Background: an optimization exercise with open tools, aiming at small area, a short achievable clock period and few clock cycles per item. Do not read the settings as production practice.
RTL that was checked went through simulation tests only; none was proved equivalent to the original.
Function not checked in runs 1 and 7: the RTL went through the layout flow alone.
Power is estimated from default activity; no workload was simulated.

## standard.sh

```bash
#!/bin/bash
# synth_recipe.tcl (not shown) runs the flow's synth.tcl, then flattens the netlist and writes it again
# the make line also repeats each setting of config.mk as NAME=value (left out here)
make -C /OpenROAD-flow-scripts/flow DESIGN_CONFIG=/design/flow/config.mk WORK_HOME=/design/flow/orfs CLKGATE_MAP_FILE= SYNTH_SCRIPT=/design/flow/synth_recipe.tcl "${@:-finish}"
```

## flow/run.sh

```bash
#!/bin/bash
# The standard layout, with faster port buffers.
set -euo pipefail
bash standard.sh "BUFFER_PORTS_ARGS=-buffer_cell sky130_fd_sc_hd__buf_4" finish > standard.log 2>&1
```

## design.v

```verilog
package bst_pkg;
    localparam int TOKEN_WIDTH   = 8;
    localparam int PAYLOAD_WIDTH = 32;
    localparam int NODE_COUNT    = 16;
endpackage
`timescale 1ns/1ps
module bst_engine_top (
    input  logic              aclk,
    input  logic              aresetn,
    input  logic              req_valid,
    output logic              req_ready,
    input  logic [47:0]       req,
    output logic              cpl_valid,
    input  logic              cpl_ready,
    output logic [32:0]       cpl
);
    localparam int N  = bst_pkg::NODE_COUNT;
    localparam int TW = bst_pkg::TOKEN_WIDTH;
    localparam int PW = bst_pkg::PAYLOAD_WIDTH;
    logic [TW-1:0] tok [N];
    logic [PW-1:0] pay [N];
    logic [N-1:0]  dead;     
    logic [N-1:0]  used;     
    logic          p_ins;    
    logic          p_dup;    
    logic [N-1:0]  mq0, mq1;     
    logic [1:0]    mq_cnt;
    logic [N-1:0]  cm;           
    logic          c_v;
    logic [PW:0]   c_q;
    logic          n_rdy;
    logic          fire, ins_fire, srch_fire, any;
    logic [N-1:0]  wsel, newest, live, match, cm_nx;
    logic          c_free, pop;
    logic [PW-1:0] sel_pay;
    assign req_ready = !n_rdy;
    assign cpl_valid = c_v;
    assign cpl       = c_q;
    assign fire      = req_valid && !n_rdy;
    assign ins_fire  = fire && (req[47:40] == 8'd1);
    assign srch_fire = fire && (req[47:40] == 8'd2);
    always_comb begin
        for (int i = 0; i < N; i++) begin
            wsel[i]   = ((i == 0) ? 1'b1 : used[i-1]) && !used[i];
            newest[i] = used[i] && ((i == N-1) ? 1'b1 : !used[i+1]);
            live[i]   = used[i] && ((p_ins && newest[i]) ? !p_dup : !dead[i]);
        end
    end
    always_comb begin
        for (int i = 0; i < N; i++)
            match[i] = live[i] && (tok[i] == req[39:32]);
    end
    assign any = |match;
    always_ff @(posedge aclk) begin
        for (int i = 0; i < N; i++) begin
            if (wsel[i]) begin
                tok[i] <= req[39:32];
                pay[i] <= req[31:0];
            end
            if (p_ins && newest[i]) dead[i] <= p_dup;
        end
    end
    always_ff @(posedge aclk) begin
        p_dup <= any;
    end
    always_ff @(posedge aclk or negedge aresetn) begin
        if (!aresetn) begin
            used  <= '0;
            p_ins <= 1'b0;
        end else begin
            if (ins_fire) used <= {used[N-2:0], 1'b1};
            p_ins <= ins_fire && !used[N-1];
        end
    end
    assign c_free = !c_v || cpl_ready;
    assign pop    = c_free && (mq_cnt != 2'd0);
    always_ff @(posedge aclk) begin
        if (mq_cnt == 2'd0 || pop) mq0 <= mq_cnt[1] ? mq1 : match;
        if (mq_cnt == 2'd1)        mq1 <= match;
    end
    always_ff @(posedge aclk or negedge aresetn) begin
        if (!aresetn) begin
            mq_cnt <= 2'd0;
            c_v    <= 1'b0;
            n_rdy  <= 1'b0;
        end else begin
            case (mq_cnt)
                2'd0:    mq_cnt <= srch_fire ? 2'd1 : 2'd0;
                2'd1:    mq_cnt <= (srch_fire == pop) ? 2'd1 : (srch_fire ? 2'd2 : 2'd0);
                default: mq_cnt <= pop ? 2'd1 : 2'd2;
            endcase
            n_rdy  <= (mq_cnt[1] && !pop) || (mq_cnt == 2'd1 && srch_fire && !pop);
            c_v    <= pop || (c_v && !cpl_ready);
        end
    end
    assign cm_nx = pop ? mq0 : cm;
    always_comb begin
        sel_pay = '0;
        for (int i = 0; i < N; i++)
            sel_pay = sel_pay | (pay[i] & {PW{cm_nx[i]}});
    end
    always_ff @(posedge aclk) begin
        cm  <= cm_nx;
        c_q <= {sel_pay, ~|cm_nx};
    end
endmodule
```

## constraint.sdc

```tcl
create_clock -name core_clock -period 4.0 [get_ports {aclk}]
set_input_delay 0.8000 -clock core_clock [delete_from_list [all_inputs] [get_ports {aclk}]]
set_output_delay 0.8000 -clock core_clock [all_outputs]
set_load 0.01 [all_outputs]
```

## config.mk

```make
export PLATFORM = sky130hd
export DESIGN_NAME = bst_engine_top
export DESIGN_NICKNAME = bst_engine_top
export VERILOG_FILES = /design/flow/design.v
export SDC_FILE = /design/flow/constraint.sdc
export NUM_CORES = 4
export LEC_CHECK = 0
export ABC_CLOCK_PERIOD_IN_PS = 1500
export CAP_MARGIN = 20
export CORE_MARGIN = 2
export CORE_UTILIZATION = 60
export CTS_CLUSTER_DIAMETER = 150
export CTS_CLUSTER_SIZE = 25
export SETUP_SLACK_MARGIN = 2.0
export SLEW_MARGIN = 20
```

==> results of run 1 <==
[how the worst min path moves through the flow]
stage          startpoint  slack [ns]         to
3_5_place_dp   pay[4][10]        0.47    c_q[11]
3_3_place_gp   pay[4][14]        0.46    c_q[15]
4_1_cts           aresetn        0.07   used[12]
6_report          aresetn        0.07  mq_cnt[0]
2_1_floorplan  pay[4][10]        0.45    c_q[11]
5_1_grt           aresetn        0.08  mq_cnt[0]
[state kept, by name, summed over array words and instances (netlist names)]
signal,count
mq0,16
c_v,1
used,16
p_ins,1
mq1,16
cm,16
mq_cnt,2
dead,16
n_rdy,1
c_q,33
tok,128
pay,512
p_dup,1
[placed cells by master, fill, tap and decap left out, types with 5 or more instances in the layout]
cell type	instances
nand2_1	22
clkbuf_1	26
o21ai_4	17
nor2b_2	6
a2111oi_4	62
nand2b_1	14
and2_1	16
nand3_1	15
buf_8	8
a21boi_1	67
nand2_4	8
nor4_2	11
buf_16	8
a21boi_2	9
nand4_1	50
edfxtp_1	688
a2111oi_1	8
nand3_2	6
a21boi_0	304
dfxtp_1	46
mux2_2	45
nand3_4	14
buf_12	59
a2111oi_2	56
clkbuf_16	38
buf_6	34
dfrtp_1	16
buf_4	228
nor2b_4	16
nor4_4	7
nand2_8	5
nor4_1	6
xnor2_1	128
[power breakdown]
group,internal (mW),switching (mW),leakage [nW]
clock network,1.79,2.48,0.503
logic,0.264,0.423,5.07
registers,8.73,0.0442,6.97
[through the flow]
stage,power [mW],setup slack [ns]
floorplan,9.18,1.80
global placement,9.41,0.679
detailed placement,9.43,0.603
CTS,13.6,1.87
global route,14.0,1.52
finish,13.7,1.52
[worst max-delay path, delay by kind of cell, from the launching register on]
kind | cells | cell delay [ns]
flops | 1 | 0.48
buf+inv | 2 | 0.37
compound gates | 2 | 0.75
simple gates | 3 | 0.71
[final cells by class]
type	count	area, sq um	share of cell area
Multi-Input combinational cell	934	9620	0.257
Sequential cell	759	22200	0.593
Inverter	2	7.51	0.000201
Clock inverter	3	33.8	0.000903
Tap cell	664	831	0.0222
Antenna cell	1	2.50	0.0000669
Timing Repair Buffer	340	3710	0.0990
Clock buffer	63	1020	0.0274
[synthesized netlist by cell type (4+ instances only)]
cell	n	area, sq um
xnor2_1	128	1120
mux2_2	45	507
dfxtp_1	50	1000
o21ai_2	9	78.8
a21boi_1	8	60.1
nand2b_1	15	93.8
and2_1	16	100
nand3_1	20	100
clkbuf_1	47	176
nor2b_1	17	106
buf_6	7	78.8
nand3_2	10	100
a2111oi_0	128	1120
edfxtp_1	688	20700
nand4_1	50	313
buf_2	47	235
nor4_2	10	125
nor4_1	14	87.6
dfrtp_1	21	526
nor2_1	4	15.0
nand2_1	33	124
a21boi_0	376	2820
[cells by family (layout without fill, tap and decap cells)]
family,after synthesis,in the layout,synth area share
flip-flops,759,759,0.745
AO/OA/AOI/OAI,530,532,0.139
AND/OR/NAND/NOR,199,219,0.0415
XOR/XNOR,128,128,0.0376
buffers and inverters,108,408,0.0177
multiplexers,49,54,0.0185
adder cells (fa/ha/maj),1,1,0.000420
other,0,1,0
[layer usage]
| layer | track usage | up-vias |
|---|---|---|
| li1 | - | 7651 |
| met1 | 0.535 | 9755 |
| met2 | 0.557 | 1454 |
| met3 | 0.103 | 353 |
| met4 | 0.190 | 10 |
| met5 | 0 | - |
[timing repair]
action | 4_1_cts | 5_1_grt
resized for setup | 362 | 109
pin swaps | 94 | 59
setup buffers | 124 | 44
cloned | 35 | 3
endpoints found under the setup margin | 259 | 84
==> flow_summary.json, run 1 <==
{
  "yosys_warnings": 3,
  "timing.critical_path.to": "c_q[13]",
  "min_period_over_period": 0.619,
  "ioPinCount": 87,
  "crit_path_top_delay_cell": "a2111oi_2",
  "p_per_area_nw_per_um2": 367,
  "cts_made_buffers": 36,
  "routed.top_layer": "met5",
  "synthCells": 1774,
  "r2r_end": "c_q[13]",
  "routed_wl_mm": 99.6,
  "required_ns": 4.46,
  "start_util": 0.608,
  "cpMostUsedCell": "buf_12",
  "rsz0062_at_grt": "true",
  "cts_sinks": 759,
  "crit_start": "mq_cnt[0]",
  "synth_edf_count": 688,
  "ys_ff_latch": 759,
  "setup_viol": 0,
  "grt_pass1_wl_mm": 135,
  "cts_root_buf": "clkbuf_16",
  "finalClockSkew_ns": 0.0237,
  "synthesis.nets": 1827,
  "fillers": 2749,
  "fin_cells": 2766,
  "drv_cap": 0,
  "design_area_sq_um": 37400,
  "dr_wl_met2_mm": 43.9,
  "min_period_ns": 2.48,
  "hold_class": "in -> async",
  "ant_nets": 0,
  "post_dp_cell_area_sq_um": 32100,
  "cts_tree": "built",
  "rows": 81,
  "die_y_microns": 227,
  "max_stage_delay_ns": 0.54,
  "vias": 19200,
  "syn_area_sq_um": 29800,
  "dp_hpwl_mm": 47.1,
  "wire_per_inst_microns": 36.0,
  "die_area_sq_um": 51400,
  "antenna_found_initial": 7,
  "grt_pass1_vias": 18300,
  "grt_max_degree": 43,
  "area_delta_synth_final_pct": 25.7,
  "clkTransAtPathRegs_ns": 0.11,
  "r2r-start": "mq_cnt[0]",
  "hold_viol": 0,
  "finalHoldWorstSlack_ns": 0.0720,
  "seq_area_frac_synth": 0.745,
  "drc": 0,
  "p_leak_nw": 12.5,
  "wl_met3_mm": 12.7,
  "core_sq_um": 49000,
  "grt_usage": 0.382,
  "drv_slew": 0,
  "drive_gt1_frac": 0.322,
  "firstDrtPassIters": 7,
  "cp_cell_sequence": "buf_12 > or2_4 > nand3_2 > buf_12 > a21boi_0 > a2111oi_2 > nand4_1",
  "critPathKind": "reg -> reg",
  "worstPathArrival_ns": 2.94,
  "fin_tns_setup_ns": 0,
  "worstMarginPinSlew_ns": 1.05,
  "wirelength_met1_mm": 37.5,
  "fp.dieW_microns": 227,
  "hold_buffers": 0,
  "reg2reg_depth": 7,
  "clkLatencyLatePin_ns": 0.61,
  "regToRegSetupSlack_ns": 1.52,
  "final_util": 0.764,
  "syn-mean-instance-area_sq_um": 16.8,
  "maxSlewHeadroom": 0.302,
  "crit_path_end_kind": "flop",
  "dp_cells": 2493,
  "start_kind": "flop",
  "crit_fanout": 17,
  "port_buffers": 86,
  "vdd_drop_max_v": 0.000466,
  "max_freq_mhz": 404,
  "clk_path_buf_depth": 3,
  "routabilityCongestion": 0.808,
  "run_status": "no timing/DRC/antenna violations",
  "async_flop_share": 0.0277,
  "h-tree-depth": 2,
  "grt-ovfl-total": 0,
  "drt_iter0_markers": 2530,
  "viasPerCell": 6.95,
  "ys_types": 40,
  "ys.flop_type": "edfxtp_1",
  "fin_nets": 2126
}
==> run 2: changes to the inputs <==
--- a/design.v
+++ b/design.v
@@ -25,12 +25,11 @@
     logic          p_dup;    
     logic [N-1:0]  mq0, mq1;     
     logic [1:0]    mq_cnt;
-    logic [N-1:0]  cm;           
     logic          c_v;
     logic [PW:0]   c_q;
     logic          n_rdy;
     logic          fire, ins_fire, srch_fire, any;
-    logic [N-1:0]  wsel, newest, live, match, cm_nx;
+    logic [N-1:0]  wsel, newest, live, match;
     logic          c_free, pop;
     logic [PW-1:0] sel_pay;
     assign req_ready = !n_rdy;
@@ -93,14 +92,12 @@
             c_v    <= pop || (c_v && !cpl_ready);
         end
     end
-    assign cm_nx = pop ? mq0 : cm;
     always_comb begin
         sel_pay = '0;
         for (int i = 0; i < N; i++)
-            sel_pay = sel_pay | (pay[i] & {PW{cm_nx[i]}});
+            sel_pay = sel_pay | (pay[i] & {PW{mq0[i]}});
     end
     always_ff @(posedge aclk) begin
-        cm  <= cm_nx;
-        c_q <= {sel_pay, ~|cm_nx};
+        if (c_free) c_q <= {sel_pay, ~|mq0};
     end
 endmodule
--- a/config.mk
+++ b/config.mk
@@ -11,5 +11,6 @@
 export CORE_UTILIZATION = 60
 export CTS_CLUSTER_DIAMETER = 150
 export CTS_CLUSTER_SIZE = 25
+export GPL_TIMING_DRIVEN = 1
 export SETUP_SLACK_MARGIN = 2.0
 export SLEW_MARGIN = 20
==> run 2 against run 1 <==
  * Non-clock buffer count fell by 190
  * Clock power fell by 7.7%
  * Register-to-register slack improved by 0.55 ns
  * Via count fell by 25%
==> flow_summary.json, run 2 <==
{
  "yosys_warnings": 3,
  "ioPinCount": 87,
  "grt-ovfl-total": 0,
  "critPathKind": "reg -> out",
  "vias": 14300,
  "max_stage_delay_ns": 0.46,
  "cts_tree": "built",
  "yosys-top-cells-count": "edfxtp_1 (721), a22o_1 (129), a221oi_1 (128), xnor2_1 (128), clkbuf_1 (64)",
  "setup_viol": 0,
  "core_sq_um": 45600,
  "ys_ff_latch": 743,
  "ys_types": 33,
  "register_area_sq_um": 22200,
  "hold_buffers": 0,
  "p_per_area_nw_per_um2": 431,
  "seq_area_frac_synth": 0.799,
  "required_ns": 3.20,
  "synth.most_common_cell": "edfxtp_1",
  "drt_iter0_markers": 1849,
  "reg_top3": "pay x512, tok x128, c_q x33",
  "run_status": "no timing/DRC/antenna violations",
  "final_cell_mix": "edfxtp_1 (721), buf_4 (135), a22o_1 (129), a221oi_1 (128), xnor2_1 (128)",
  "wire_per_inst_microns": 31.9,
  "cts_made_buffers": 35,
  "synth_area_leaders": "edfxtp_1 (78%), a22o_1 (4.1%), a221oi_1 (4.0%), xnor2_1 (4.0%), dfrtp_1 (1.9%)",
  "synth_edf_count": 721,
  "start_util": 0.609,
  "syn-mean-instance-area_sq_um": 19.4,
  "finalClockSkew_ns": 0.0177,
  "largest-register": "pay",
  "async_flop_share": 0.0283,
  "worstMarginPinSlew_ns": 1.03,
  "drv_cap": 0,
  "hold_class": "in -> async",
  "viasPerCell": 6.68,
  "hold_viol": 0,
  "multi_input_area_sq_um": 5290,
  "routabilityCongestion": 0.786,
  "fp.dieW_microns": 219,
  "ys.flop_type": "edfxtp_1",
  "die_y_microns": 219,
  "firstDrtPassIters": 5,
  "min_period_ns": 2.00,
  "final_common_cell": "edfxtp_1",
  "die_area_sq_um": 48000,
  "fin_tns_setup_ns": 0,
  "min_period_over_period": 0.500,
  "yosysTopAreaCell": "edfxtp_1",
  "start_kind": "flop",
  "vdd_drop_max_v": 0.000361,
  "maxSlewHeadroom": 0.313,
  "cts_sinks": 743,
  "cts_root_buf": "clkbuf_16",
  "synthesis.nets": 1487,
  "grt_usage": 0.292,
  "port_buffers": 86,
  "crit_path_top_delay_cell": "edfxtp_1",
  "fin_nets": 1591,
  "cp_cell_sequence": "buf_6",
  "critical_path.top_delay_family": "flip-flops",
  "rows": 78,
  "crit_fanout": 1,
  "drv_slew": 0,
  "rsz0062_at_grt": "true",
  "worstPathArrival_ns": 1.20,
  "fillers": 3011,
  "synthCells": 1434,
  "routed_wl_mm": 68.5,
  "grt_pass1_vias": 14300,
  "clkLatencyLatePin_ns": 0.57,
  "clk_path_buf_depth": 3,
  "finalHoldWorstSlack_ns": 0.0905,
  "drc": 0,
  "clkTransAtPathRegs_ns": 0.09,
  "drive_gt1_frac": 0.177,
  "syn_area_sq_um": 27800,
  "h-tree-depth": 2,
  "ant_nets": 0,
  "largest_reg_flops": 512,
  "antenna_found_initial": 3,
  "area_delta_synth_final_pct": 9.72,
  "max_freq_mhz": 500,
  "synth_top_cell_area_share": 0.780,
  "final_util": 0.669,
  "crit_path_end_kind": "output port",
  "p_leak_nw": 9.83,
  "critPathBufInv": 1,
  "grt_max_degree": 43,
  "dp_hpwl_mm": 35.2,
  "grt_pass1_wl_mm": 98.6
}
[run 2: cell types whose count changed in the layout (fill, tap and decap cells not counted), moves of 46 or more]
cell and delta:
a21boi_0 -304, a221oi_1 +128, a21boi_1 -67, buf_4 -93, a22o_1 +128, a2111oi_2 -56
buf_12 -51, dfxtp_1 -46, a2111oi_4 -62
[run 2: area by class of cell]
class                      instances  area share
antenna                            1   0.0000821
clock buffer                      42      0.0310
clock inverter                     1    0.000287
inverter                           3    0.000493
multi-input combinational        604       0.174
sequential                       743       0.729
tap                              600      0.0246
timing repair buffer             150      0.0411
timing repair inverter             1    0.000164
[run 2: timing repair]
action                     4_1_cts  5_1_grt
setup endpoints to repair      188       39
gates cloned                     3        0
setup buffers                   18        2
gates resized for setup          8        3
[run 2: power breakdown]
| part | total [mW] | switching [mW] | internal [mW] |
|---|---|---|---|
| clock network | 3.94 | 2.25 | 1.69 |
| logic | 0.511 | 0.322 | 0.189 |
| registers | 8.70 | 0.0437 | 8.65 |
[run 2: kinds of logic after synthesis]
kind of cell	synth area share
flops	0.799
compound gates	0.0816
simple gates	0.0429
xor+xnor	0.0404
buf+inv	0.0152
mux	0.0203
fa+ha+maj	0.000450
[run 2: stage by stage]
step	total power, mW	area [sq um]	instances	setup WS [ns]
5_1_grt	13.5	30500	2144	1.97
6_report	13.1	30500	2145	2.00
2_1_floorplan	9.09	27900	1434	1.80
4_1_cts	13.2	30400	2142	1.97
3_5_place_dp	9.38	29300	2078	1.41
3_3_place_gp	9.37	29300	2077	1.49
[run 2: layer usage]
layer  vias up  track usage  part of all wire
li1       6050            -                 -
met1      7551        0.409              0.40
met2       630        0.488              0.50
met3        92       0.0428             0.077
met4         4       0.0761             0.022
met5         -            0           0.00035
[run 2: final timing paths]
check | start | to | slack, ns | cells after the start
worst min-delay path | aresetn | used[14] | 0.09 | 1
worst max-delay path | c_q[14] | cpl[14] | 2.00 | 1
worst min register to register | mq1[15] | mq0[15] | 0.56 | 1
max in group asynchronous | aresetn | p_ins | 3.67 | 1
min in group core_clock | req[19] | pay[8][19] | 0.51 | 1
worst max register to register | used[13] | pay[13][17] | 2.07 | 2
Testbench counts of run 2, summed over its fixed seeds: cycles 12,672, items 12,288.
==> run 3: changes to the inputs <==
--- a/config.mk
+++ b/config.mk
@@ -11,6 +11,5 @@
 export CORE_UTILIZATION = 60
 export CTS_CLUSTER_DIAMETER = 150
 export CTS_CLUSTER_SIZE = 25
-export GPL_TIMING_DRIVEN = 1
 export SETUP_SLACK_MARGIN = 2.0
 export SLEW_MARGIN = 20
==> run 3 against run 2 <==
  * Still clean on timing, DRC and antenna
  * Largest power group unchanged
  * Largest cell class unchanged
  * Register-to-register slack barely moved
  * Via count did not move
  * First-iteration DRC count did not move
==> flow_summary.json, run 3 <==
{
  "run_status": "no timing/DRC/antenna violations",
  "grt_max_degree": 43,
  "ys_ff_latch": 743,
  "start_kind": "flop",
  "hold_buffers": 0,
  "setup_viol": 0,
  "post_dp_cell_area_sq_um": 29300,
  "ant_nets": 0,
  "grt_pass1_wl_mm": 98.6,
  "fp.dieW_microns": 219,
  "crit_fanout": 1,
  "hold_class": "in -> async",
  "viasPerCell": 6.68,
  "max_freq_mhz": 500,
  "reg2reg_depth": 2,
  "grt-ovfl-total": 0,
  "synth.most_common_cell": "edfxtp_1",
  "critPathBufInv": 1,
  "fillers": 3011,
  "cp_cell_sequence": "buf_6",
  "r2r_end": "pay[13][17]",
  "fin_tns_setup_ns": 0,
  "design_area_sq_um": 30500,
  "grt_pass1_vias": 14300,
  "cts_tree": "built",
  "required_ns": 3.20,
  "grt_usage": 0.292,
  "p_per_area_nw_per_um2": 431,
  "worstMarginPinSlew_ns": 1.03,
  "synth_area_leaders": "edfxtp_1 (78%), a22o_1 (4.1%), a221oi_1 (4.0%), xnor2_1 (4.0%), dfrtp_1 (1.9%)",
  "crit_path_end_kind": "output port",
  "syn_area_sq_um": 27800,
  "ys_types": 33,
  "clkTransAtPathRegs_ns": 0.09,
  "largest_reg_flops": 512,
  "final_common_cell": "edfxtp_1",
  "synth_top_cell_area_share": 0.780,
  "core_sq_um": 45600,
  "drc": 0,
  "hold_viol": 0,
  "cts_root_buf": "clkbuf_16",
  "max_stage_delay_ns": 0.46,
  "drt_iter0_markers": 1849,
  "vias": 14300,
  "crit_start": "c_q[14]",
  "clk_path_buf_depth": 3,
  "routabilityCongestion": 0.786,
  "multi_input_area_sq_um": 5290,
  "cts_made_buffers": 35,
  "finalPower_mw": 13.1,
  "path_depth": 1,
  "port_buffers": 86,
  "min_period_ns": 2.00,
  "synth_edf_count": 721,
  "syn-mean-instance-area_sq_um": 19.4,
  "rsz0062_at_grt": "true",
  "routed_wl_mm": 68.5,
  "cts_sinks": 743,
  "yosysTopAreaCell": "edfxtp_1",
  "clkLatencyLatePin_ns": 0.57,
  "fin_cells": 2145,
  "maxSlewHeadroom": 0.313,
  "wire_per_inst_microns": 31.9,
  "largest-register": "pay",
  "regToRegSetupSlack_ns": 2.07,
  "dp_hpwl_mm": 35.2,
  "final_cell_mix": "edfxtp_1 (721), buf_4 (135), a22o_1 (129), a221oi_1 (128), xnor2_1 (128)",
  "r2r-start": "used[13]",
  "start_util": 0.609,
  "ioPinCount": 87,
  "ys.flop_type": "edfxtp_1",
  "min_period_over_period": 0.500,
  "vdd_drop_max_v": 0.000361,
  "die_y_microns": 219,
  "critPathKind": "reg -> out",
  "register_area_sq_um": 22200,
  "p_leak_nw": 9.83,
  "area_delta_synth_final_pct": 9.72,
  "drive_gt1_frac": 0.177,
  "antenna_found_initial": 3,
  "die_area_sq_um": 48000,
  "h-tree-depth": 2,
  "drv_cap": 0,
  "finalClockSkew_ns": 0.0177,
  "drv_slew": 0,
  "timing.critical_path.to": "cpl[14]",
  "async_flop_share": 0.0283,
  "fin_nets": 1591,
  "yosys_warnings": 3,
  "finalHoldWorstSlack_ns": 0.0905,
  "reg_top3": "pay x512, tok x128, c_q x33",
  "synthesis.nets": 1487,
  "synthCells": 1434,
  "critical_path.top_delay_family": "flip-flops",
  "yosys-top-cells-count": "edfxtp_1 (721), a22o_1 (129), a221oi_1 (128), xnor2_1 (128), clkbuf_1 (64)",
  "worstPathArrival_ns": 1.20,
  "rows": 78,
  "firstDrtPassIters": 5,
  "dp_cells": 2078,
  "crit_path_top_delay_cell": "edfxtp_1",
  "seq_area_frac_synth": 0.799
}
-- run 3: cell counts after synthesis --
No cell type changed its count.
-- run 3: cell type report --
type / instances / share of cell area
Inverter: 3 / 0.000493
Clock inverter: 1 / 0.000287
Timing Repair Buffer: 150 / 0.0411
Multi-Input combinational cell: 604 / 0.174
Timing Repair inverter: 1 / 0.000164
Sequential cell: 743 / 0.729
Tap cell: 600 / 0.0246
Antenna cell: 1 / 0.0000821
Clock buffer: 42 / 0.0310
-- run 3: stage by stage --
stage	setup slack, ns	utilization
6_report	2.00	0.669
4_1_cts	1.97	0.668
3_3_place_gp	1.49	0.642
5_1_grt	1.97	0.669
2_1_floorplan	1.80	-
3_5_place_dp	1.41	0.642
-- run 3: kinds of logic (layout without fill, tap and decap cells) --
| logic type | after synthesis | after routing | synth area share |
|---|---|---|---|
| buf+inv | 89 | 197 | 0.0152 |
| other cells | 0 | 1 | 0 |
| mux | 48 | 48 | 0.0203 |
| fa+ha+maj | 1 | 1 | 0.000450 |
| xor+xnor | 128 | 128 | 0.0404 |
| simple gates | 165 | 167 | 0.0429 |
| flops | 743 | 743 | 0.799 |
| compound gates | 260 | 260 | 0.0816 |
-- run 3: power breakdown --
part | internal [mW] | total [mW] | switching, mW
Combinational | 0.189 | 0.511 | 0.322
Sequential | 8.65 | 8.70 | 0.0437
Clock | 1.69 | 3.94 | 2.25
-- run 3: worst min-delay path by stage --
stage                     endpoint  cells after the start
after CTS                 used[14]                      1
final                     used[14]                      1
after detailed placement   mq0[12]                      1
after global placement      mq0[1]                      1
after floorplan                c_v                      0
after global routing      used[12]                      1
-- run 3: routing by layer --
layer	wire, microns	vias up	global-route usage
met4	1510	4	0.0761
met1	27600	7551	0.409
li1	-	6050	-
met2	34200	630	0.488
met3	5250	92	0.0428
met5	24	-	0
-- run 3: repair_timing --
item                                   4_1_cts  5_1_grt
endpoints found under the hold margin        0        0
setup endpoints to repair                  188       39
gates cloned                                 3        0
gates resized for setup                      8        3
buffers inserted                            18        2
==> run 4: changes to the inputs <==
--- a/config.mk
+++ b/config.mk
@@ -8,7 +8,7 @@
 export ABC_CLOCK_PERIOD_IN_PS = 1500
 export CAP_MARGIN = 20
 export CORE_MARGIN = 2
-export CORE_UTILIZATION = 60
+export CORE_UTILIZATION = 70
 export CTS_CLUSTER_DIAMETER = 150
 export CTS_CLUSTER_SIZE = 25
 export SETUP_SLACK_MARGIN = 2.0
==> run 4 against run 3 <==
  * Global-route usage rose by 3.8 points
  * Clock skew rose by 0.00096 ns
  * Synthesized area did not move
  * Critical path type is now reg -> reg
  * Sequential share of layout area fell by 0.75 points
  * Critical endpoint is now pay[9][17]
==> flow_summary.json, run 4 <==
{
  "viasPerCell": 7.03,
  "grt_usage": 0.330,
  "switching_power_mw": 2.60,
  "regToRegSetupSlack_ns": 1.97,
  "grt_max_degree": 43,
  "hold_buffers": 0,
  "worstMarginPinSlew_ns": 1.19,
  "fin_nets": 1629,
  "drt_iter0_markers": 2010,
  "final_util": 0.791,
  "synthMuxAreaShare": 0.0203,
  "drc": 0,
  "p_leak_nw": 10.1,
  "ys_ff_latch": 743,
  "wire_per_inst_microns": 31.5,
  "final_cell_mix": "edfxtp_1 (721), buf_4 (168), a22o_1 (129), a221oi_1 (128), xnor2_1 (128)",
  "critPathKind": "reg -> reg",
  "synth_top_cell_area_share": 0.780,
  "crit_path_end_kind": "flop",
  "grt-ovfl-total": 0,
  "ys_types": 33,
  "yosys.area_share.simple": 0.0429,
  "synth_top_family_by_area": "compound AO/OA/AOI/OAI gates",
  "cts_made_buffers": 35,
  "die_y_microns": 203,
  "area_delta_synth_final_pct": 10.8,
  "grt_pass1_vias": 14500,
  "yosysTopAreaCell": "edfxtp_1",
  "internal_power_mw": 10.6,
  "drive_gt1_frac": 0.196,
  "worstPathArrival_ns": 2.29,
  "firstDrtPassIters": 5,
  "clkTransAtPathRegs_ns": 0.10,
  "crit_fanout": 21,
  "yosys_warnings": 3,
  "synthCells": 1434,
  "setup_viol": 0,
  "finalClockSkew_ns": 0.0187,
  "post_dp_cell_area_sq_um": 29200,
  "routed_wl_mm": 66.5,
  "rows": 72,
  "cts_root_buf": "clkbuf_16",
  "synthAdderAreaFrac": 0.000451,
  "ys.flop_type": "edfxtp_1",
  "dp_hpwl_mm": 35.8,
  "vias": 14900,
  "largest-register": "pay",
  "required_ns": 4.26,
  "syn_area_sq_um": 27800,
  "min_period_ns": 2.03,
  "run_status": "no timing/DRC/antenna violations",
  "start_kind": "flop",
  "seqPwrFrac": 0.660,
  "drv_cap": 0,
  "routabilityCongestion": 0.801,
  "cp_cell_sequence": "nor2b_4 > buf_12",
  "design_area_sq_um": 30800,
  "h-tree-depth": 2,
  "drv_slew": 0,
  "cts_tree": "built",
  "final_common_cell": "edfxtp_1",
  "syn-mean-instance-area_sq_um": 19.4,
  "rsz0062_at_grt": "true",
  "max_freq_mhz": 493,
  "fp.dieW_microns": 203,
  "synth.most_common_cell": "edfxtp_1",
  "switching_share": 0.197,
  "max_stage_delay_ns": 0.88,
  "synthesis.nets": 1487,
  "clock_power_share": 0.301,
  "synth_edf_count": 721,
  "crit_path_top_delay_cell": "nor2b_4",
  "largest_reg_flops": 512,
  "hold_class": "in -> async",
  "clkLatencyLatePin_ns": 0.57,
  "yosys-top-cells-count": "edfxtp_1 (721), a22o_1 (129), a221oi_1 (128), xnor2_1 (128), clkbuf_1 (64)",
  "hold_viol": 0,
  "ioPinCount": 87,
  "p_per_area_nw_per_um2": 428,
  "core_sq_um": 38900,
  "fin_tns_setup_ns": 0,
  "clk_path_buf_depth": 3,
  "min_period_over_period": 0.507,
  "synthXorXnorAreaFrac": 0.0404,
  "die_area_sq_um": 41300,
  "vdd_drop_max_v": 0.000356,
  "synth_area_leaders": "edfxtp_1 (78%), a22o_1 (4.1%), a221oi_1 (4.0%), xnor2_1 (4.0%), dfrtp_1 (1.9%)",
  "synth_compound_area_frac": 0.0816,
  "grt_pass1_wl_mm": 96.7,
  "reg_top3": "pay x512, tok x128, c_q x33",
  "seq_area_frac_synth": 0.799,
  "ant_nets": 0,
  "maxSlewHeadroom": 0.205,
  "antenna_found_initial": 2,
  "p_comb_frac": 0.039,
  "cts_sinks": 743,
  "port_buffers": 86,
  "start_util": 0.714,
  "async_flop_share": 0.0283
}
-- run 4: cell counts after synthesis --
Identical to the previous run, type by type.
-- run 4: final timing paths --
kind / cells past startpoint / from / to
setup / recovery: 2 / used[8] / pay[9][17]
min in group core_clock: 1 / req[27] / pay[7][27]
setup reg to reg: 2 / used[8] / pay[9][17]
max in group asynchronous: 1 / aresetn / mq_cnt[1]
hold reg to reg: 1 / mq1[10] / mq0[10]
hold / removal: 1 / aresetn / used[14]
-- run 4: critical path: cells and delay by family (launching register included) --
kind / cells / cell delay [ns]
flops: 1 / 0.50
simple gates: 1 / 0.88
buf+inv: 1 / 0.30
-- run 4: logic make-up after synthesis --
family                   after synthesis
adder cells (fa/ha/maj)                1
buffers and inverters                 89
AND/OR/NAND/NOR                      165
AO/OA/AOI/OAI                        260
flip-flops                           743
multiplexers                          48
XOR/XNOR                             128
-- run 4: what timing repair did --
action                                  in CTS  in global routing
endpoints found under the hold margin        0                  0
setup buffers                               28                 22
endpoints found under the setup margin     166                185
cloned                                       4                  0
gates resized for setup                      6                  6
-- run 4: power by group through the flow --
stage / Combinational (mW) / Clock (mW) / Sequential, mW
6_report: 0.513 / 3.96 / 8.70
5_1_grt: 0.550 / 4.25 / 8.71
4_1_cts: 0.511 / 3.98 / 8.70
3_5_place_dp: 0.496 / 0 / 8.88
3_3_place_gp: 0.481 / 0 / 8.87
2_1_floorplan: 0.199 / 0 / 8.89
-- run 4: layout make-up --
class | count | area [sq um]
fillers | 2099 | 8130
diodes | 1 | 2.50
repair buffers | 187 | 1580
multi-input cells | 606 | 5330
inverters | 3 | 15.0
clock inverters | 1 | 8.76
well taps | 518 | 648
flip-flops and latches | 743 | 22200
clock buffers | 55 | 993
-- run 4: through the flow --
stage / setup slack, ns / std cells / total power, mW / hold WS [ns]
detailed placement: 1.54 / 2003 / 9.37 / 0.534
floorplan: 1.80 / 1434 / 9.09 / 0.504
CTS: 1.92 / 2091 / 13.2 / 0.0963
global route: 1.95 / 2114 / 13.5 / 0.123
global placement: 1.65 / 2002 / 9.35 / 0.528
finish: 1.97 / 2114 / 13.2 / 0.107
-- run 4: per-layer routing --
metal | GRT usage | routed length [microns] | part of all wire | vias to the layer above
met5 | 0 | 8 | 0.00012 | -
met4 | 0.108 | 1980 | 0.030 | 2
met3 | 0.0591 | 7050 | 0.11 | 133
met2 | 0.516 | 31900 | 0.48 | 955
met1 | 0.485 | 25600 | 0.38 | 7636
li1 | - | - | - | 6145
==> run 5: changes to the inputs <==
--- a/config.mk
+++ b/config.mk
@@ -6,10 +6,10 @@
 export NUM_CORES = 4
 export LEC_CHECK = 0
 export ABC_CLOCK_PERIOD_IN_PS = 1500
-export CAP_MARGIN = 20
+export CAP_MARGIN = 10
 export CORE_MARGIN = 2
 export CORE_UTILIZATION = 70
 export CTS_CLUSTER_DIAMETER = 150
 export CTS_CLUSTER_SIZE = 25
-export SETUP_SLACK_MARGIN = 2.0
-export SLEW_MARGIN = 20
+export SETUP_SLACK_MARGIN = 2.1
+export SLEW_MARGIN = 10
==> run 5 against run 4 <==
  * Critical path depth fell by 1
  * Sequential share of layout area fell by 0.12 points
  * First-iteration DRC count fell by 6.0%
  * Combinational power rose by 5.5%
  * Utilization rose by 0.15 points
  * Still clean on timing, DRC and antenna
  * Global-route usage fell by 0.64 points
==> flow_summary.json, run 5 <==
{
  "syn_area_sq_um": 27800,
  "firstDrtPassIters": 5,
  "port_buffers": 86,
  "critical_path.top_delay_family": "flip-flops",
  "worstPathArrival_ns": 1.22,
  "p_per_area_nw_per_um2": 426,
  "seq_area_frac_synth": 0.799,
  "rows": 72,
  "grt_max_degree": 43,
  "async_flop_share": 0.0283,
  "r2r-start": "used[4]",
  "yosysTopAreaCell": "edfxtp_1",
  "syn-mean-instance-area_sq_um": 19.4,
  "area_delta_synth_final_pct": 11.1,
  "design_area_sq_um": 30800,
  "grt_usage": 0.324,
  "start_kind": "flop",
  "critPathKind": "reg -> out",
  "clk_path_buf_depth": 3,
  "crit_fanout": 1,
  "fin_nets": 1604,
  "r2r_end": "tok[5][1]",
  "clkLatencyLatePin_ns": 0.59,
  "grt-ovfl-total": 0,
  "reg_top3": "pay x512, tok x128, c_q x33",
  "die_area_sq_um": 41300,
  "regToRegSetupSlack_ns": 2.10,
  "drive_gt1_frac": 0.211,
  "ys.flop_type": "edfxtp_1",
  "cp_cell_sequence": "buf_6",
  "clkTransAtPathRegs_ns": 0.10,
  "synth_edf_count": 721,
  "yosys-top-cells-count": "edfxtp_1 (721), a22o_1 (129), a221oi_1 (128), xnor2_1 (128), clkbuf_1 (64)",
  "vdd_drop_max_v": 0.000396,
  "wl_met3_mm": 7.05,
  "rsz0062_at_grt": "true",
  "max_freq_mhz": 495,
  "dp_hpwl_mm": 34.0,
  "cts_made_buffers": 35,
  "wirelength_met1_mm": 24.5,
  "core_sq_um": 38900,
  "crit_path_end_kind": "output port",
  "grt_pass1_wl_mm": 94.9,
  "p_leak_nw": 10.1,
  "start_util": 0.714,
  "crit_path_top_delay_cell": "edfxtp_1",
  "synth.most_common_cell": "edfxtp_1",
  "drv_slew": 0,
  "drc": 0,
  "setup_viol": 0,
  "yosys_warnings": 3,
  "n_antenna_cell": 0,
  "fp.dieW_microns": 203,
  "ant_nets": 0,
  "antenna_found_initial": 2,
  "max_stage_delay_ns": 0.47,
  "die_y_microns": 203,
  "synth_area_leaders": "edfxtp_1 (78%), a22o_1 (4.1%), a221oi_1 (4.0%), xnor2_1 (4.0%), dfrtp_1 (1.9%)",
  "worstMarginPinSlew_ns": 1.02,
  "viasPerCell": 7.05,
  "ys_ff_latch": 743,
  "maxSlewHeadroom": 0.315,
  "synthCells": 1434,
  "synth_top_cell_area_share": 0.780,
  "post_dp_cell_area_sq_um": 29400,
  "drt_iter0_markers": 1890,
  "routed_wl_mm": 65.7,
  "run_status": "no timing/DRC/antenna violations",
  "critPathBufInv": 1,
  "largest_reg_flops": 512,
  "routed.top_layer": "met5",
  "h-tree-depth": 2,
  "required_ns": 3.20,
  "routabilityCongestion": 0.763,
  "final_common_cell": "edfxtp_1",
  "ioPinCount": 87,
  "grt_pass1_vias": 14500,
  "vias": 14600,
  "finalClockSkew_ns": 0.0275,
  "cts_tree": "built",
  "cts_sinks": 743,
  "min_period_over_period": 0.505,
  "wire_per_inst_microns": 31.7,
  "cts_root_buf": "clkbuf_16",
  "fin_tns_setup_ns": 0,
  "synthesis.nets": 1487,
  "dr_wl_met2_mm": 32.2,
  "hold_class": "in -> async",
  "final_cell_mix": "edfxtp_1 (721), a22o_1 (129), a221oi_1 (128), buf_4 (118), xnor2_1 (100)",
  "reg2reg_depth": 1,
  "drv_cap": 0,
  "largest-register": "pay",
  "hold_viol": 0,
  "ys_types": 33,
  "min_period_ns": 2.02
}
## run 5: cell families (layout without fill, tap and decap cells)
family,Yosys count,after routing,synth area share
xor+xnor,128,128,0.0404
simple gates,165,169,0.0429
mux,48,48,0.0203
fa+ha+maj,1,1,0.000450
buf+inv,89,209,0.0152
flops,743,743,0.799
compound gates,260,260,0.0816
## run 5: what timing repair did
action                     CTS  global route
gates cloned                 3             1
setup buffers               26             5
resized for setup           33            20
pin swaps                    1             0
setup endpoints to repair  325           180
hold buffers                 0             0
## run 5: routing by layer
metal	track usage	vias up
li1	-	6085
met1	0.459	7472
met2	0.526	946
met3	0.0535	134
met4	0.109	2
met5	0	-
## run 5: area by class of cell
type	count	area, sq um
fill	2027	8070
clock buffer	41	920
sequential	743	22200
multi-input combinational	606	5620
tap	518	648
clock inverter	3	33.8
inverter	3	15.0
timing repair buffer	162	1400
## run 5: worst max path at each step
stage / depth (start not counted) / start / endpoint
global route: 1 / c_q[1] / cpl[1]
finish: 1 / c_q[1] / cpl[1]
CTS: 2 / used[13] / tok[14][0]
detailed placement: 6 / req[37] / p_dup
global placement: 6 / req[37] / p_dup
floorplan: 3 / used[0] / dead[0]
## run 5: stage by stage
| stage | power (mW) | std cells | hold slack (ns) | setup WS, ns | util |
|---|---|---|---|---|---|
| CTS | 13.1 | 2070 | 0.0836 | 1.96 | 0.789 |
| floorplan | 9.12 | 1434 | 0.504 | 1.80 | - |
| global route | 13.4 | 2076 | 0.103 | 1.97 | 0.793 |
| finish | 13.1 | 2076 | 0.0925 | 1.98 | 0.793 |
| detailed placement | 9.39 | 1997 | 0.532 | 1.52 | 0.756 |
| global placement | 9.37 | 1997 | 0.527 | 1.56 | 0.756 |
## run 5: where the power goes
| group | internal (mW) | leakage (nW) | switching, mW |
|---|---|---|---|
| registers | 8.65 | 7.03 | 0.0576 |
| logic | 0.220 | 2.60 | 0.320 |
| clock network | 1.65 | 0.465 | 2.23 |
==> run 6: changes to the inputs <==
--- a/config.mk
+++ b/config.mk
@@ -6,10 +6,10 @@
 export NUM_CORES = 4
 export LEC_CHECK = 0
 export ABC_CLOCK_PERIOD_IN_PS = 1500
-export CAP_MARGIN = 10
+export CAP_MARGIN = 20
 export CORE_MARGIN = 2
-export CORE_UTILIZATION = 70
+export CORE_UTILIZATION = 60
 export CTS_CLUSTER_DIAMETER = 150
 export CTS_CLUSTER_SIZE = 25
-export SETUP_SLACK_MARGIN = 2.1
-export SLEW_MARGIN = 10
+export SETUP_SLACK_MARGIN = 1.9
+export SLEW_MARGIN = 20
==> run 6 against run 5 <==
  * Still clean
  * Via count shrank 2.3%
  * Critical path depth is the same
  * First-iteration DRC count decreased by 10%
  * Flip-flop and latch count is the same
  * Sequential power about the same
  * Sequential share of layout area grew 0.83 points
  * Synthesized area unchanged
  * Design area fell by 1.2%
  * Register-to-register slack got worse by 0.12 ns
  * Maximum frequency is 2.0% lower
  * Cell count increased by 3.8%
  * Routed wire length rose by 2.1%
  * Critical path type unchanged
  * Highest routed layer is now met4
==> flow_summary.json, run 6 <==
{
  "final_common_cell": "edfxtp_1",
  "p_leak_nw": 9.85,
  "rsz0062_at_grt": "true",
  "finalClockSkew_ns": 0.0149,
  "synthCells": 1434,
  "clkLatencyLatePin_ns": 0.58,
  "drv_slew": 0,
  "largest_reg_flops": 512,
  "synth_edf_count": 721,
  "core_sq_um": 45600,
  "grt_pass1_vias": 13800,
  "yosys.area_share.simple": 0.0429,
  "dp_slack_ns": 1.34,
  "max_freq_mhz": 485,
  "syn-mean-instance-area_sq_um": 19.4,
  "cp_cell_sequence": "buf_6",
  "ys_ff_latch": 743,
  "start_util": 0.609,
  "clkTransAtPathRegs_ns": 0.10,
  "port_buffers": 86,
  "reg_top3": "pay x512, tok x128, c_q x33",
  "ant_nets": 0,
  "layout_setup_ws_ns": 1.94,
  "die_area_sq_um": 48000,
  "viasPerCell": 6.64,
  "yosys-top-cells-count": "edfxtp_1 (721), a22o_1 (129), a221oi_1 (128), xnor2_1 (128), clkbuf_1 (64)",
  "grt_usage": 0.282,
  "synthesis.nets": 1487,
  "synth.most_common_cell": "edfxtp_1",
  "yosys_warnings": 3,
  "syn_area_sq_um": 27800,
  "post_dp_cell_area_sq_um": 29300,
  "cts_tree": "built",
  "min_period_over_period": 0.515,
  "critPathBufInv": 1,
  "p_per_area_nw_per_um2": 433,
  "firstDrtPassIters": 5,
  "synth_compound_area_frac": 0.0816,
  "min_period_ns": 2.06,
  "synth_top_cell_area_share": 0.780,
  "vias": 14300,
  "synthAdderAreaFrac": 0.000451,
  "synthXorXnorAreaFrac": 0.0404,
  "routed_wl_mm": 67.1,
  "required_ns": 3.20,
  "crit_path_end_kind": "output port",
  "fp.dieW_microns": 219,
  "run_status": "no timing/DRC/antenna violations",
  "worstMarginPinSlew_ns": 1.14,
  "ys.flop_type": "edfxtp_1",
  "hold_viol": 0,
  "area_delta_synth_final_pct": 9.75,
  "clk_path_buf_depth": 3,
  "grt_max_degree": 43,
  "vdd_drop_max_v": 0.000358,
  "worstPathArrival_ns": 1.26,
  "finalPower_mw": 13.2,
  "critical_path.top_delay_family": "flip-flops",
  "drive_gt1_frac": 0.177,
  "maxSlewHeadroom": 0.240,
  "fillers": 3017,
  "largest-register": "pay",
  "max_stage_delay_ns": 0.50,
  "die_y_microns": 219,
  "hold_buffers": 0,
  "ys_types": 33,
  "finalHoldWorstSlack_ns": 0.101,
  "h-tree-depth": 2,
  "async_flop_share": 0.0283,
  "drt_iter0_markers": 1700,
  "synth_area_leaders": "edfxtp_1 (78%), a22o_1 (4.1%), a221oi_1 (4.0%), xnor2_1 (4.0%), dfrtp_1 (1.9%)",
  "drv_cap": 0,
  "synth_top_family_by_area": "compound AO/OA/AOI/OAI gates",
  "hold_class": "in -> async",
  "ioPinCount": 87,
  "wire_per_inst_microns": 31.1,
  "crit_path_top_delay_cell": "edfxtp_1",
  "cts_root_buf": "clkbuf_16",
  "rows": 78,
  "final_cell_mix": "edfxtp_1 (721), buf_4 (144), a22o_1 (129), a221oi_1 (128), xnor2_1 (128)",
  "routabilityCongestion": 0.759,
  "grt_pass1_wl_mm": 95.4,
  "fin_tns_setup_ns": 0,
  "start_kind": "flop",
  "seq_area_frac_synth": 0.799,
  "design_area_sq_um": 30500,
  "critPathKind": "reg -> out",
  "antenna_found_initial": 1,
  "fin_nets": 1594,
  "setup_viol": 0,
  "grt-ovfl-total": 0,
  "yosysTopAreaCell": "edfxtp_1",
  "drc": 0,
  "cts_sinks": 743,
  "synthMuxAreaShare": 0.0203,
  "cts_made_buffers": 35,
  "crit_fanout": 1,
  "dp_hpwl_mm": 34.7
}
[run 6: cell counts after synthesis]
Identical to the previous run, type by type.
[run 6: metal layers]
metal  up-vias  wire length, microns  share of wire  track usage
met5         -                     0              0            0
met4         0                  1420          0.021       0.0725
met3        91                  5260          0.078       0.0395
met2       659                 33200           0.49        0.465
met1      7493                 27300           0.41        0.404
li1       6065                     -              -            -
[run 6: repair_timing]
| item | CTS | global route |
|---|---|---|
| pin swaps | 0 | 0 |
| gates cloned | 3 | 1 |
| buffers inserted | 12 | 7 |
| setup endpoints to repair | 56 | 51 |
| resized for setup | 1 | 2 |
[run 6: final timing paths]
kind                         start         end  slack [ns]  cells past startpoint
max                         c_q[5]      cpl[5]        1.94                      1
min                        aresetn       p_ins        0.10                      1
max reg2reg                used[1]   pay[1][7]        1.98                      2
min reg2reg                 mq1[6]      mq0[6]        0.55                      1
max in group asynchronous  aresetn     used[0]        3.63                      1
min in group core_clock    req[17]  pay[6][17]        0.51                      1
[run 6: report_power, final]
group	internal, mW	switching [mW]
clock	1.71	2.27
combinational	0.193	0.322
sequential	8.65	0.0476
[run 6: cell families (layout without fill, tap and decap cells)]
logic type | Yosys count | in the layout
compound gates | 260 | 260
xor+xnor | 128 | 128
fa+ha+maj | 1 | 1
buf+inv | 89 | 206
flops | 743 | 743
mux | 48 | 48
other cells | 0 | 1
simple gates | 165 | 168
[run 6: through the flow]
stage,std cells,util
after floorplan,1434,-
after global placement,2080,0.642
after detailed placement,2081,0.643
after CTS,2146,0.667
after global routing,2154,0.669
final,2155,0.669
[run 6: area by class of cell]
class | instances | area (sq um) | area share
Timing Repair inverter | 1 | 5.00 | 0.000164
Multi-Input combinational cell | 605 | 5300 | 0.174
Timing Repair Buffer | 152 | 1230 | 0.0404
Inverter | 3 | 15.0 | 0.000493
Antenna cell | 1 | 2.50 | 0.0000821
Clock inverter | 1 | 8.76 | 0.000287
Tap cell | 600 | 751 | 0.0246
Clock buffer | 49 | 971 | 0.0319
Sequential cell | 743 | 22200 | 0.728
==> run 7: changes to the inputs <==
--- a/design.v
+++ b/design.v
@@ -26,7 +26,7 @@
     logic [N-1:0]  mq0, mq1;     
     logic [1:0]    mq_cnt;
     logic          c_v;
-    logic [PW:0]   c_q;
+    logic [PW:0]   c_q, c_h;    
     logic          n_rdy;
     logic          fire, ins_fire, srch_fire, any;
     logic [N-1:0]  wsel, newest, live, match;
@@ -98,6 +98,7 @@
             sel_pay = sel_pay | (pay[i] & {PW{mq0[i]}});
     end
     always_ff @(posedge aclk) begin
-        if (c_free) c_q <= {sel_pay, ~|mq0};
+        c_q <= c_free ? {sel_pay, ~|mq0} : c_h;
+        c_h <= c_free ? {sel_pay, ~|mq0} : c_q;
     end
 endmodule
--- a/config.mk
+++ b/config.mk
@@ -11,5 +11,5 @@
 export CORE_UTILIZATION = 60
 export CTS_CLUSTER_DIAMETER = 150
 export CTS_CLUSTER_SIZE = 25
-export SETUP_SLACK_MARGIN = 1.9
+export SETUP_SLACK_MARGIN = 2.0
 export SLEW_MARGIN = 20
==> run 7 against run 6 <==
  * Maximum frequency rose by 4.6%
  * Die area rose by 3.0%
  * Critical path type is now reg -> reg
  * Via count rose by 11%
  * Clock skew rose by 0.0045 ns
  * Highest routed layer is now met5
  * Synthesized cell count rose by 14%
  * Combinational power rose by 35%
  * Cell count rose by 11%
  * Non-clock buffer count rose by 13
==> flow_summary.json, run 7 <==
{
  "layout_setup_ws_ns": 2.03,
  "drv_slew": 0,
  "hold_viol": 0,
  "register_area_sq_um": 22500,
  "start_util": 0.603,
  "area_delta_synth_final_pct": 10.8,
  "maxSlewHeadroom": 0.311,
  "clkLatencyLatePin_ns": 0.59,
  "die_y_microns": 222,
  "crit_fanout": 30,
  "die_area_sq_um": 49500,
  "yosys_warnings": 3,
  "synth.most_common_cell": "edfxtp_1",
  "hold_class": "in -> async",
  "viasPerCell": 6.62,
  "vdd_drop_max_v": 0.000434,
  "h-tree-depth": 2,
  "critical_path.top_delay_family": "compound AO/OA/AOI/OAI gates",
  "fin_cells": 2395,
  "grt_pass1_wl_mm": 105,
  "yosys-top-cells-count": "edfxtp_1 (688), a22oi_1 (192), nor2_1 (132)",
  "ys_types": 40,
  "dp_slack_ns": 1.49,
  "finalHoldWorstSlack_ns": 0.119,
  "firstDrtPassIters": 7,
  "finalClockSkew_ns": 0.0194,
  "routed_wl_mm": 72.5,
  "core_sq_um": 47400,
  "crit_path_top_delay_cell": "edfxtp_1",
  "run_status": "no timing/DRC/antenna violations",
  "design_area_sq_um": 31700,
  "grt_usage": 0.295,
  "max_freq_mhz": 508,
  "hold_buffers": 0,
  "seq_area_frac_synth": 0.787,
  "setup_viol": 0,
  "cp_cell_sequence": "buf_8 > a222oi_1 > nand3_1 > a2111oi_1 > nor2_1",
  "required_ns": 4.46,
  "worstMarginPinSlew_ns": 1.03,
  "final_common_cell": "edfxtp_1",
  "cts_sinks": 776,
  "drive_gt1_frac": 0.178,
  "synth_edf_count": 688,
  "synth_area_leaders": "edfxtp_1 (72%), a22oi_1 (5.0%), dfxtp_1 (4.7%), xnor2_1 (3.9%), dfrtp_1 (1.8%)",
  "drc": 0,
  "final_cell_mix": "edfxtp_1 (688), a22oi_1 (192), buf_4 (153), nor2_1 (131), xnor2_1 (128)",
  "port_buffers": 86,
  "grt-ovfl-total": 0,
  "rsz0062_at_grt": "true",
  "p_per_area_nw_per_um2": 442,
  "post_dp_cell_area_sq_um": 30100,
  "n_antenna_cell": 0,
  "clk_path_buf_depth": 3,
  "async_flop_share": 0.0271,
  "ys_ff_latch": 776,
  "rows": 80,
  "synth_top_cell_area_share": 0.722,
  "synthCells": 1639,
  "max_stage_delay_ns": 0.55,
  "wire_per_inst_microns": 30.3,
  "crit_path_end_kind": "flop",
  "antenna_found_initial": 1,
  "fin_nets": 1804,
  "start_kind": "flop",
  "min_period_over_period": 0.493,
  "fin_tns_setup_ns": 0,
  "cts_made_buffers": 37,
  "ys.flop_type": "edfxtp_1",
  "multi_input_area_sq_um": 5980,
  "largest_reg_flops": 512,
  "clkTransAtPathRegs_ns": 0.10,
  "cts_root_buf": "clkbuf_16",
  "critPathKind": "reg -> reg",
  "synthesis.nets": 1692,
  "finalPower_mw": 14.0,
  "syn_area_sq_um": 28600,
  "cts_tree": "built",
  "ioPinCount": 87,
  "dp_cells": 2293,
  "critPathBufInv": 1,
  "vias": 15900,
  "routabilityCongestion": 0.797,
  "ant_nets": 0,
  "largest-register": "pay",
  "syn-mean-instance-area_sq_um": 17.5,
  "yosysTopAreaCell": "edfxtp_1",
  "drv_cap": 0,
  "regToRegSetupSlack_ns": 2.03,
  "drt_iter0_markers": 2106,
  "dp_hpwl_mm": 38.2,
  "grt_pass1_vias": 15200,
  "fp.dieW_microns": 222,
  "final_util": 0.669,
  "p_leak_nw": 10.5,
  "fillers": 3261,
  "min_period_ns": 1.97,
  "grt_max_degree": 43,
  "worstPathArrival_ns": 2.43,
  "reg_top3": "pay x512, tok x128"
}
## run 7: changes by cell type after synthesis, sizes merged, moves of 2 or more
cell     change
a21o         +2
buf         +18
a222oi      +32
a2111oi     +32
a22o       -128
dfxtp       +66
edfxtp      -33
clkbuf       -9
a221oi     -128
nand3       +33
a22oi      +192
nor2       +127
## run 7: metal layers
metal | vias up | global-route usage | part of all wire
met2 | 820 | 0.459 | 0.46
met4 | 2 | 0.0792 | 0.023
met5 | - | 0 | 0.00012
li1 | 6669 | - | -
met1 | 8262 | 0.442 | 0.43
met3 | 110 | 0.0469 | 0.085
## run 7: cell type report
type | instances | share of cell area
Sequential cell | 776 | 0.710
Clock inverter | 2 | 0.00122
Timing Repair Buffer | 165 | 0.0418
Tap cell | 615 | 0.0242
Inverter | 2 | 0.000237
Multi-Input combinational cell | 769 | 0.188
Clock buffer | 66 | 0.0339
## run 7: final timing paths
| check | start | to | cells after the start |
|---|---|---|---|
| max | mq0[9] | c_h[24] | 5 |
| min | aresetn | used[12] | 1 |
| max reg2reg | mq0[9] | c_h[24] | 5 |
| min reg2reg | c_h[0] | c_q[0] | 1 |
| max in group asynchronous | aresetn | mq_cnt[1] | 1 |
| min in group core_clock | c_h[0] | c_q[0] | 1 |
## run 7: where the power goes
part	internal [mW]	switching [mW]	total, mW
clock network	1.87	2.42	4.29
registers	8.97	0.0774	9.05
logic	0.264	0.428	0.693
## run 7: cell families after synthesis
family	count (synthesis)	synth area share
fa+ha+maj	1	0.000437
xor+xnor	128	0.0392
mux	48	0.0190
compound gates	263	0.0755
simple gates	326	0.0636
buf+inv	97	0.0156
flops	776	0.787
## run 7: what timing repair did
action | 4_1_cts | 5_1_grt
gates cloned | 3 | 0
setup endpoints to repair | 192 | 93
setup buffers | 20 | 11
pin swaps | 2 | 9
gates resized for setup | 31 | 27
==> run 8: changes to the inputs <==
--- a/design.v
+++ b/design.v
@@ -26,7 +26,7 @@
     logic [N-1:0]  mq0, mq1;     
     logic [1:0]    mq_cnt;
     logic          c_v;
-    logic [PW:0]   c_q, c_h;    
+    logic [PW:0]   c_q;
     logic          n_rdy;
     logic          fire, ins_fire, srch_fire, any;
     logic [N-1:0]  wsel, newest, live, match;
@@ -98,7 +98,6 @@
             sel_pay = sel_pay | (pay[i] & {PW{mq0[i]}});
     end
     always_ff @(posedge aclk) begin
-        c_q <= c_free ? {sel_pay, ~|mq0} : c_h;
-        c_h <= c_free ? {sel_pay, ~|mq0} : c_q;
+        if (c_free) c_q <= {sel_pay, ~|mq0};
     end
 endmodule
--- a/config.mk
+++ b/config.mk
@@ -9,7 +9,7 @@
 export CAP_MARGIN = 20
 export CORE_MARGIN = 2
 export CORE_UTILIZATION = 60
-export CTS_CLUSTER_DIAMETER = 150
-export CTS_CLUSTER_SIZE = 25
+export CTS_CLUSTER_DIAMETER = 100
+export CTS_CLUSTER_SIZE = 30
 export SETUP_SLACK_MARGIN = 2.0
 export SLEW_MARGIN = 20
==> run 8 against run 7 <==
  * Non-clock buffer count is 17 lower
  * Register-to-register slack improved by 0.03 ns
  * Power decreased by 8.7%
  * Synthesized area shrank 3.0%
  * Flip-flop and latch count is 33 lower
  * Critical path depth shrank 4
  * Global-route usage decreased by 0.58 points
  * Synthesized cell count down 13%
  * First-iteration DRC count fell by 9.7%
  * Cell count shrank 11%
  * Utilization fell by 0.23 points
  * Critical path type is now reg -> out
  * Largest cell class unchanged
==> flow_summary.json, run 8 <==
{
  "layout_setup_ws_ns": 1.96,
  "ioPinCount": 87,
  "rsz0062_at_grt": "true",
  "r2r_end": "pay[13][11]",
  "firstDrtPassIters": 5,
  "r2r-start": "used[12]",
  "final_util": 0.667,
  "fin_cells": 2142,
  "clkTransAtPathRegs_ns": 0.11,
  "p_per_area_nw_per_um2": 422,
  "start_util": 0.609,
  "min_period_over_period": 0.511,
  "worstPathArrival_ns": 1.24,
  "hold_buffers": 0,
  "ys_types": 33,
  "syn_area_sq_um": 27800,
  "dp_hpwl_mm": 35.2,
  "synth.most_common_cell": "edfxtp_1",
  "yosys_warnings": 3,
  "cts_tree": "built",
  "routabilityCongestion": 0.786,
  "fp.dieW_microns": 219,
  "ys.flop_type": "edfxtp_1",
  "critPathKind": "reg -> out",
  "clkLatencyLatePin_ns": 0.62,
  "vias": 14300,
  "yosysTopAreaCell": "edfxtp_1",
  "cts_made_buffers": 28,
  "grt_usage": 0.289,
  "critPathBufInv": 1,
  "timing.critical_path.to": "cpl[11]",
  "async_flop_share": 0.0283,
  "cp_cell_sequence": "buf_6",
  "drc": 0,
  "synth_edf_count": 721,
  "p_leak_nw": 9.75,
  "start_kind": "flop",
  "maxSlewHeadroom": 0.290,
  "area_delta_synth_final_pct": 9.38,
  "crit_fanout": 1,
  "reg_top3": "pay x512, tok x128, c_q x33",
  "fillers": 3025,
  "max_stage_delay_ns": 0.47,
  "crit_path_top_delay_cell": "edfxtp_1",
  "dp_cells": 2078,
  "finalClockSkew_ns": 0.0124,
  "wire_per_inst_microns": 31.9,
  "min_period_ns": 2.04,
  "port_buffers": 86,
  "dp_slack_ns": 1.41,
  "hold_viol": 0,
  "yosys-top-cells-count": "edfxtp_1 (721), a22o_1 (129), a221oi_1 (128), xnor2_1 (128), clkbuf_1 (64)",
  "ant_nets": 0,
  "crit_path_end_kind": "output port",
  "fin_tns_setup_ns": 0,
  "worstMarginPinSlew_ns": 1.06,
  "synth_area_leaders": "edfxtp_1 (78%), a22o_1 (4.1%), a221oi_1 (4.0%), xnor2_1 (4.0%), dfrtp_1 (1.9%)",
  "largest_reg_flops": 512,
  "path_depth": 1,
  "rows": 78,
  "seq_area_frac_synth": 0.799,
  "routed_wl_mm": 68.4,
  "core_sq_um": 45600,
  "grt_pass1_vias": 14100,
  "fin_nets": 1582,
  "setup_viol": 0,
  "synthesis.nets": 1487,
  "run_status": "no timing/DRC/antenna violations",
  "synth_top_cell_area_share": 0.780,
  "ys_ff_latch": 743,
  "vdd_drop_max_v": 0.000388,
  "drt_iter0_markers": 1902,
  "synthCells": 1434,
  "max_freq_mhz": 490,
  "grt_pass1_wl_mm": 98.1,
  "h-tree-depth": 1,
  "drive_gt1_frac": 0.173,
  "antenna_found_initial": 3,
  "regToRegSetupSlack_ns": 2.06,
  "drv_cap": 0,
  "crit_start": "c_q[11]",
  "die_y_microns": 219,
  "required_ns": 3.20,
  "viasPerCell": 6.68,
  "final_common_cell": "edfxtp_1",
  "largest-register": "pay",
  "grt_max_degree": 43,
  "clk_path_buf_depth": 3,
  "cts_root_buf": "clkbuf_16",
  "die_area_sq_um": 48000,
  "grt-ovfl-total": 0,
  "critical_path.top_delay_family": "flip-flops",
  "drv_slew": 0,
  "final_cell_mix": "edfxtp_1 (721), a22o_1 (129), a221oi_1 (128), xnor2_1 (128), buf_4 (118)",
  "syn-mean-instance-area_sq_um": 19.4,
  "reg2reg_depth": 2,
  "hold_class": "in -> async",
  "cts_sinks": 743,
  "finalHoldWorstSlack_ns": 0.0391
}
==> run 8: cell count changes after synthesis, moves of 8 or more <==
cell and delta:
a2111oi_0 -15, a2111oi_2 -11, a221oi_1 +128, a222oi_1 -32, a22o_1 +128, a22oi_1 -192
buf_2 -18, buf_4 -8, buf_6 +8, clkbuf_1 +9, dfxtp_1 -66, edfxtp_1 +33
nand3_1 -33, nor2_1 -127
==> run 8: routing by layer <==
| metal | GRT usage | wire, microns |
|---|---|---|
| met5 | 0 | 28 |
| met4 | 0.0752 | 1920 |
| met1 | 0.409 | 27800 |
| met2 | 0.480 | 33500 |
| met3 | 0.0412 | 5170 |
==> run 8: timing repair <==
| item | 4_1_cts | 5_1_grt |
|---|---|---|
| gates resized for setup | 12 | 13 |
| endpoints found under the setup margin | 194 | 47 |
| setup buffers | 16 | 2 |
| gates cloned | 3 | 0 |
| pin swaps | 0 | 0 |
==> run 8: power breakdown <==
part           switching, mW  internal [mW]  leakage (nW)  total, mW
registers             0.0467           8.65          7.03       8.70
logic                  0.322          0.199          2.34      0.521
clock network           2.18           1.40         0.382       3.59
total                   2.55           10.3          9.75       12.8
==> run 8: area by class of cell <==
type	count	area (sq um)	area share
timing repair inverter	1	5.00	0.000165
inverter	3	15.0	0.000494
multi-input combinational	604	5290	0.174
clock buffer	38	759	0.0250
sequential	743	22200	0.731
antenna	3	7.51	0.000247
clock inverter	2	35.0	0.00115
tap	600	751	0.0247
timing repair buffer	148	1310	0.0432
==> run 8: worst min-delay path by stage <==
| stage | cells after the start | end | from | slack (ns) |
|---|---|---|---|---|
| after floorplan | 0 | c_v | aresetn | 0.50 |
| after global placement | 1 | mq0[1] | mq1[1] | 0.53 |
| after detailed placement | 1 | mq0[12] | mq1[12] | 0.53 |
| after CTS | 1 | p_ins | aresetn | 0.02 |
| after global routing | 1 | used[9] | aresetn | 0.04 |
| final | 1 | p_ins | aresetn | 0.04 |
==> run 8: cells by family after synthesis <==
family          share of synthesized area
fa+ha+maj                        0.000450
buf+inv                            0.0152
compound gates                     0.0816
xor+xnor                           0.0404
mux                                0.0203
simple gates                       0.0429
flops                               0.799
==> run 8: metrics by stage <==
stage / cell area [sq um] / total power [mW]
2_1_floorplan: 27900 / 9.09
3_3_place_gp: 29300 / 9.37
3_5_place_dp: 29300 / 9.38
4_1_cts: 30300 / 12.9
5_1_grt: 30400 / 13.1
6_report: 30400 / 12.8
Testbench counts of run 8, summed over its fixed seeds: cycles 12,672, items 12,288.

[static timing again, ports no longer ideal]
How much do the figures lean on ideal ports? The routed layouts below were timed once more, with nothing changed but the port constraints. Step 1: set_driving_cell puts a clkbuf_16 on aclk and a buf_2 on each other input, an assumption about the parent block. Step 2 adds t to the input delays and takes it off the output delays; t is the mean of the earliest and latest rising clock arrival at the registers after step 1. Input paths then give back, and output paths get back, about the clock's delay inside the block. Slacks: ideal / step 1 / step 2; pairs: ideal / step 1.
run	shift t [ns]	slack for setup (ns)	worst data-port slew with drivers (ns)	pins driven straight from the clock port
run 1	0.665	1.525 / 1.525 / 1.129	0.07	1
run 2	0.626	2.000 / 1.942 / 1.587	0.08	1
run 3	0.626	2.000 / 1.942 / 1.587	0.08	1
run 4	0.625	1.973 / 1.943 / 1.597	0.11	1
run 5	0.635	1.980 / 1.923 / 1.643	0.08	1
run 6	0.635	1.939 / 1.881 / 1.585	0.08	1
run 7	0.639	2.030 / 1.975 / 1.535	0.12	1
run 8	0.675	1.957 / 1.901 / 1.581	0.09	1
After both steps setup and hold are still met in every run listed. For run 7, which loses most, drivers alone change the setup slack by -0.055 ns; drivers and shift together by -0.495 ns.
